This design comes from an exercise in tuning for small area on the open sky130 flow, not from production work. Only simulation tests tie the RTL to the original design; equivalence was not proved. The clock port is modelled as an ideal driver; clocking choices that lean on that would not hold on a real chip. Power figures rest on the tool's default switching activity, not on a simulated workload.

Setup of job 6384:
## com_fifo_top
module com_fifo_top (
    input  logic               clk,
    input  logic               rst,
    input  com_pkg::cmd_word_t i_rx_data,
    input  logic               i_rx_valid,
    output logic [31:0]        o_tx_data,
    output logic [1:0]         o_tx_tag,
    output logic [1:0]         o_tx_ctx,
    output logic               o_tx_valid,
    input  logic               i_tx_ready
);
Size in the first run: roughly 3,000 cells after synthesis, roughly 110 I/O pins, ~51,000 sq um of cells after synthesis.
export LEC_CHECK = 0
export CAP_MARGIN = 0
export CORE_MARGIN = 2
export CORE_UTILIZATION = 40
export CTS_BUF_LIST = sky130_fd_sc_hd__clkbuf_8
export CTS_CLUSTER_DIAMETER = 50
export CTS_CLUSTER_SIZE = 20
export SLEW_MARGIN = 0
create_clock -name core_clock -period 5.5 [get_ports {clk}]
standard.sh (not shown) runs the stock make flow with config.mk's settings and CLKGATE_MAP_FILE= SYNTH_SCRIPT=/design/flow/synth_recipe.tcl, a recipe that flattens the netlist after the stock synthesis.
==> flow/flow/run.sh <==
#!/bin/bash
# Standard synthesis, then its combinational logic re-mapped by ABC for area (registers untouched),
# then the standard layout from that netlist, with the clock tree trimmed and upsized cells stepped back after CTS (post_cts.tcl).
set -euo pipefail
HERE=$PWD
PLAT=$FLOW_HOME/platforms/$FLOW_PLATFORM
LIB=$PLAT/lib/sky130_fd_sc_hd__tt_025C_1v80.lib
YOSYS=$(command -v yosys || echo $FLOW_HOME/../tools/install/yosys/bin/yosys)
RES=$HERE/orfs/results/$FLOW_PLATFORM/com_fifo_top/base

bash standard.sh synth > $HERE/log_1_standard_synth.log 2>&1
cp $RES/1_2_yosys.v $HERE/synth_standard.v
mkdir -p $HERE/std_synth_logs
cp -r $HERE/orfs/logs $HERE/orfs/reports $HERE/std_synth_logs/ 2>/dev/null || true

DU=$(sed -n '/DONT_USE_CELLS/,/^$/p' $PLAT/config.mk | grep -oE "sky130_fd_sc_hd__\w+" | sed 's/^/-dont_use /' | tr '\n' ' ')
sed -e "s#{LIB}#$LIB#g" -e "s#{IN}#$HERE/synth_standard.v#" -e "s#{OUT}#$HERE/synth_remap.v#" \
    -e "s#{TOP}#$FLOW_TOP#" -e "s#{ABC_SCRIPT}#$HERE/flow/remap.abc#" -e "s#{DONT_USE}#$DU#" $HERE/flow/remap.ys > $HERE/remap_run.ys
$YOSYS -q -l $HERE/log_2_remap.log $HERE/remap_run.ys > /dev/null 2>&1

rm -rf $HERE/orfs
bash standard.sh SYNTH_NETLIST_FILES=$HERE/synth_remap.v "BUFFER_PORTS_ARGS=-buffer_cell sky130_fd_sc_hd__buf_1" POST_CTS_TCL=$HERE/flow/post_cts.tcl finish > $HERE/log_3_layout.log 2>&1
==> flow/flow/area_recover.tcl <==
# Post-CTS: step cells that the placement repair sized up back down, one drive strength at a
# time, while setup slack, slews and the library limits stay clear with margin.
set ::ar_min_slack 0.5e-9
set ::ar_max_slew  1.0

proc ar_family_sizes {master} {
  # Same cell family, smaller areas first
  if {![regexp {^(sky130_fd_sc_hd__\w+?)_(\d+)$} $master -> fam drv]} { return {} }
  set res {}
  foreach lc [get_lib_cells ${fam}_*] {
    set n [get_name $lc]
    if {[regexp "^${fam}_(\\d+)\$" $n -> d]} { lappend res [list $d $n] }
  }
  return [lsort -integer -index 0 $res]
}

proc ar_net_slew_ok {inst} {
  foreach p [get_pins -of_objects $inst -filter "direction == output"] {
    set net [get_nets -quiet -of_objects $p]
    if {$net == ""} { continue }
    foreach q [get_pins -of_objects $net] {
      if {[get_property $q slew_max] > $::ar_max_slew} { return 0 }
    }
  }
  return 1
}

proc ar_ok {inst} {
  if {[sta::worst_slack_cmd max] < $::ar_min_slack} { return 0 }
  if {[sta::max_slew_violation_count] > 0} { return 0 }
  if {[sta::max_capacitance_violation_count] > 0} { return 0 }
  if {[sta::max_fanout_violation_count] > 0} { return 0 }
  return [ar_net_slew_ok $inst]
}

estimate_parasitics -placement
set ar_count 0
foreach inst [get_cells *] {
  set name [get_full_name $inst]
  if {[string match "clk*" $name]} { continue }
  set master [get_property $inst ref_name]
  if {![regexp {_(\d+)$} $master -> drv] || $drv <= 1} { continue }
  set sizes [ar_family_sizes $master]
  foreach s $sizes {
    lassign $s d cand
    if {$d >= $drv} { break }
    replace_cell $inst $cand
    estimate_parasitics -placement
    if {[ar_ok $inst]} {
      incr ar_count
      break
    }
    replace_cell $inst $master
    estimate_parasitics -placement
  }
}
puts "area_recover: downsized $ar_count cells"
detailed_placement
check_placement -verbose
==> flow/flow/clk_downsize.tcl <==
# Post-CTS: downsize the clock tree buffers as far as the flip-flop clock-pin slew allows, and
# drop the dummy loads CTS added for balancing. Sizes are only ever lowered; placement is
# legalised again afterwards.
set ::cds_sizes {sky130_fd_sc_hd__clkbuf_2 sky130_fd_sc_hd__clkbuf_4 sky130_fd_sc_hd__clkbuf_8 sky130_fd_sc_hd__clkbuf_16}
set ::cds_limit 0.105

proc cds_sink_pins {inst} {
  # Flip-flop clock pins reached from this buffer
  set out [get_pins -of_objects $inst -filter "direction == output"]
  set net [get_nets -of_objects $out]
  set res {}
  foreach p [get_pins -of_objects $net -filter "direction == input"] {
    set c [get_cells -of_objects $p]
    if {[string match "sky130_fd_sc_hd__clkbuf_*" [get_property $c ref_name]]} {
      set res [concat $res [cds_sink_pins $c]]
    } else {
      lappend res $p
    }
  }
  return $res
}

proc cds_max_slew {pins} {
  set mx 0
  foreach p $pins {
    set s [get_property $p slew_max]
    if {$s > $mx} { set mx $s }
  }
  return $mx
}

estimate_parasitics -placement



# Dummy loads
set removed 0
foreach inst [get_cells clkload*] {
  set out [get_pins -of_objects $inst -filter "direction == output"]
  set net [get_nets -quiet -of_objects $out]
  if {$net == "" || [llength [get_pins -quiet -of_objects $net -filter "direction == input"]] == 0} {
    delete_instance $inst
    incr removed
  }
}
puts "clk_downsize: removed $removed dummy loads"
estimate_parasitics -placement

set changed 0
set area_saved 0.0
foreach inst [get_cells clkbuf_*] {
  set master [get_property $inst ref_name]
  set idx [lsearch $::cds_sizes $master]
  if {$idx <= 0} { continue }
  set sinks [cds_sink_pins $inst]
  for {set j 0} {$j < $idx} {incr j} {
    set cand [lindex $::cds_sizes $j]
    replace_cell $inst $cand
    estimate_parasitics -placement
    if {[cds_max_slew $sinks] <= $::cds_limit} {
      incr changed
      break
    }
    replace_cell $inst $master
    estimate_parasitics -placement
  }
}
puts "clk_downsize: downsized $changed buffers"
estimate_parasitics -placement

detailed_placement
check_placement -verbose
==> flow/flow/remap.abc <==
strash
ifraig
scorr
dc2
dretime
strash
&get -n
&dch -f
&nf -R 1000
&put
==> flow/flow/remap.ys <==
# Re-map the combinational logic of the standard synthesis netlist; registers are kept as they are
read_liberty -ignore_miss_func {LIB}
blackbox sky130_fd_sc_hd__df* sky130_fd_sc_hd__edf* sky130_fd_sc_hd__sdf* sky130_fd_sc_hd__sedf* sky130_fd_sc_hd__dl* sky130_fd_sc_hd__sdl* sky130_fd_sc_hd__conb*
read_verilog {IN}
hierarchy -top {TOP}
flatten
opt -purge
techmap
opt -full
freduce
opt -full
abc -liberty {LIB} {DONT_USE} -script {ABC_SCRIPT}
opt_clean -purge
hilomap -singleton -hicell sky130_fd_sc_hd__conb_1 HI -locell sky130_fd_sc_hd__conb_1 LO
stat -liberty {LIB}
write_verilog -noattr -nohex -nodec {OUT}
Other scripts of this flow, unchanged in this note and not shown: flow/flow/post_cts.tcl
Job 6384 ran in full, but the layout does not pass; the checks complain about negative setup slack.
What job 6389 does differently from job 6384 at the input level:
-- flow/flow/run.sh --
<<< job 6384, line 16
DU=$(sed -n '/DONT_USE_CELLS/,/^$/p' $PLAT/config.mk | grep -oE "sky130_fd_sc_hd__\w+" | sed 's/^/-dont_use /' | tr '\n' ' ')
sed -e "s#{LIB}#$LIB#g" -e "s#{IN}#$HERE/synth_standard.v#" -e "s#{OUT}#$HERE/synth_remap.v#" \
    -e "s#{TOP}#$FLOW_TOP#" -e "s#{ABC_SCRIPT}#$HERE/flow/remap.abc#" -e "s#{DONT_USE}#$DU#" $HERE/flow/remap.ys > $HERE/remap_run.ys
$YOSYS -q -l $HERE/log_2_remap.log $HERE/remap_run.ys > /dev/null 2>&1

>>> job 6389, line 16
DU=$(sed -n '/DONT_USE_CELLS/,/^$/p' $PLAT/config.mk | grep -oE "sky130_fd_sc_hd__\w+" | sed 's/^/-dont_use /' | tr '\n' ' ')
sed -e "s#{LIB}#$LIB#g" -e "s#{IN}#$HERE/synth_standard.v#" -e "s#{OUT}#$HERE/synth_remap.v#" \
    -e "s#{TOP}#$FLOW_TOP#" -e "s#{DONT_USE}#$DU#" $HERE/flow/remap.ys > $HERE/remap_run.ys
$YOSYS -q -l $HERE/log_2_remap.log $HERE/remap_run.ys > /dev/null 2>&1

-- flow/flow/remap.ys --
<<< job 6384, line 6
flatten
opt -purge
techmap
opt -full
freduce
opt -full
abc -liberty {LIB} {DONT_USE} -script {ABC_SCRIPT}
opt_clean -purge
hilomap -singleton -hicell sky130_fd_sc_hd__conb_1 HI -locell sky130_fd_sc_hd__conb_1 LO
>>> job 6389, line 6
flatten
opt -purge
abc -liberty {LIB} {DONT_USE}
opt_clean -purge
hilomap -singleton -hicell sky130_fd_sc_hd__conb_1 HI -locell sky130_fd_sc_hd__conb_1 LO
removed: flow/flow/remap.abc
Results
- Nothing crashed in job 6384 and all stages finished; the problem is that the final layout failed, the offending checks being negative setup slack.
- Job 6389 did not stop at any stage, and its layout met the timing, design-rule and antenna checks.
- Going from job 6384 to job 6389, global route total overflow neither gained nor lost much; mean number of vias per cell picked up an extra about 2%; area of the die picked up an extra 540 sq um.
- | summed instance area of the synthesized netlist | job 6389 vs job 6384 | 210 sq um higher |
- Lower routed metal-1 wire length goes to job 6384 over job 6389.
- Number of clock buffer instances in the layout was lower in job 6384 than in job 6389.
- Delta (job 6389 minus job 6384): total power has decreased; utilization has decreased; share of the clock period used by the worst path after layout has decreased.
diff inputs: job 6389 => job 6690
-- flow/flow/area_recover.tcl --
<<< job 6389, line 1
# Post-CTS: step cells that the placement repair sized up back down, one drive strength at a
# time, while setup slack, slews and the library limits stay clear with margin.
set ::ar_min_slack 0.5e-9
set ::ar_max_slew  1.0

>>> job 6690, line 1
# Post-CTS: step cells that the placement repair sized up back down, one drive strength at a
# time, while setup slack, slews and the library limits stay clear with margin.
set ::ar_min_slack 0.4e-9
set ::ar_max_slew  1.0

-- flow/flow/clk_downsize.tcl --
<<< job 6389, line 3
# legalised again afterwards.
set ::cds_sizes {sky130_fd_sc_hd__clkbuf_2 sky130_fd_sc_hd__clkbuf_4 sky130_fd_sc_hd__clkbuf_8 sky130_fd_sc_hd__clkbuf_16}
set ::cds_limit 0.105

proc cds_sink_pins {inst} {
>>> job 6690, line 3
# legalised again afterwards.
set ::cds_sizes {sky130_fd_sc_hd__clkbuf_2 sky130_fd_sc_hd__clkbuf_4 sky130_fd_sc_hd__clkbuf_8 sky130_fd_sc_hd__clkbuf_16}
set ::cds_limit 0.110

proc cds_sink_pins {inst} {
## What came out
Register-to-register setup slack: job 6690 < job 6389. Job 6389 → job 6690: met2 routed wirelength higher; via count of the routed design moved up; part of the cycle the worst path needs climbed 0.37 points. End point of the critical path = resp_fifo.head[9]$_SDFFE_PP0P_: job 6690; end point of the critical path = loop_fifo.head[14]$_SDFFE_PP0P_: job 6389. The relative area change from synthesis to final layout on job 6389 is in line with that on job 6690.

## what the ideal ports hide
How much do the figures lean on ideal ports? The routed layouts below were timed once more, with nothing changed but the port constraints. Step 1 (the two cells are an assumption about what drives the block):
set clk [get_ports {clk}]
set_driving_cell -lib_cell sky130_fd_sc_hd__clkbuf_16 $clk
set_driving_cell -lib_cell sky130_fd_sc_hd__buf_2 [delete_from_list [all_inputs] $clk]
Step 2, shift: input delay + t, output delay - t, t = (earliest + latest rising clock arrival at the registers) / 2. This alone moves slack from input paths to output paths. a / b / c = no drivers / after step 1 / after step 2; a / b = the first two.
run	t (ns)	setup slack, ns	worst hold slack (ns)	worst setup path at the end	clock arrival spread, ns	slew at the worst register clock pin (ns)
job 6384	0.832	-0.591 / -0.591 / -0.591	0.395 / 0.395 / 0.395	register to register	0.156 / 0.156	0.12 / 0.12
job 6389	0.920	0.449 / 0.449 / 0.158	0.273 / 0.273 / 0.273	input to register	0.258 / 0.258	0.12 / 0.12
job 6690	0.955	0.429 / 0.429 / 0.137	0.253 / 0.243 / 0.253	input to register	0.322 / 0.322	0.12 / 0.12
In job 6690 the clock reaches the registers at very different times; t lies between them, and the last value is a rough guide only. For job 6690, which loses most, drivers alone change the setup slack by 0.000 ns; drivers and shift together by -0.292 ns.
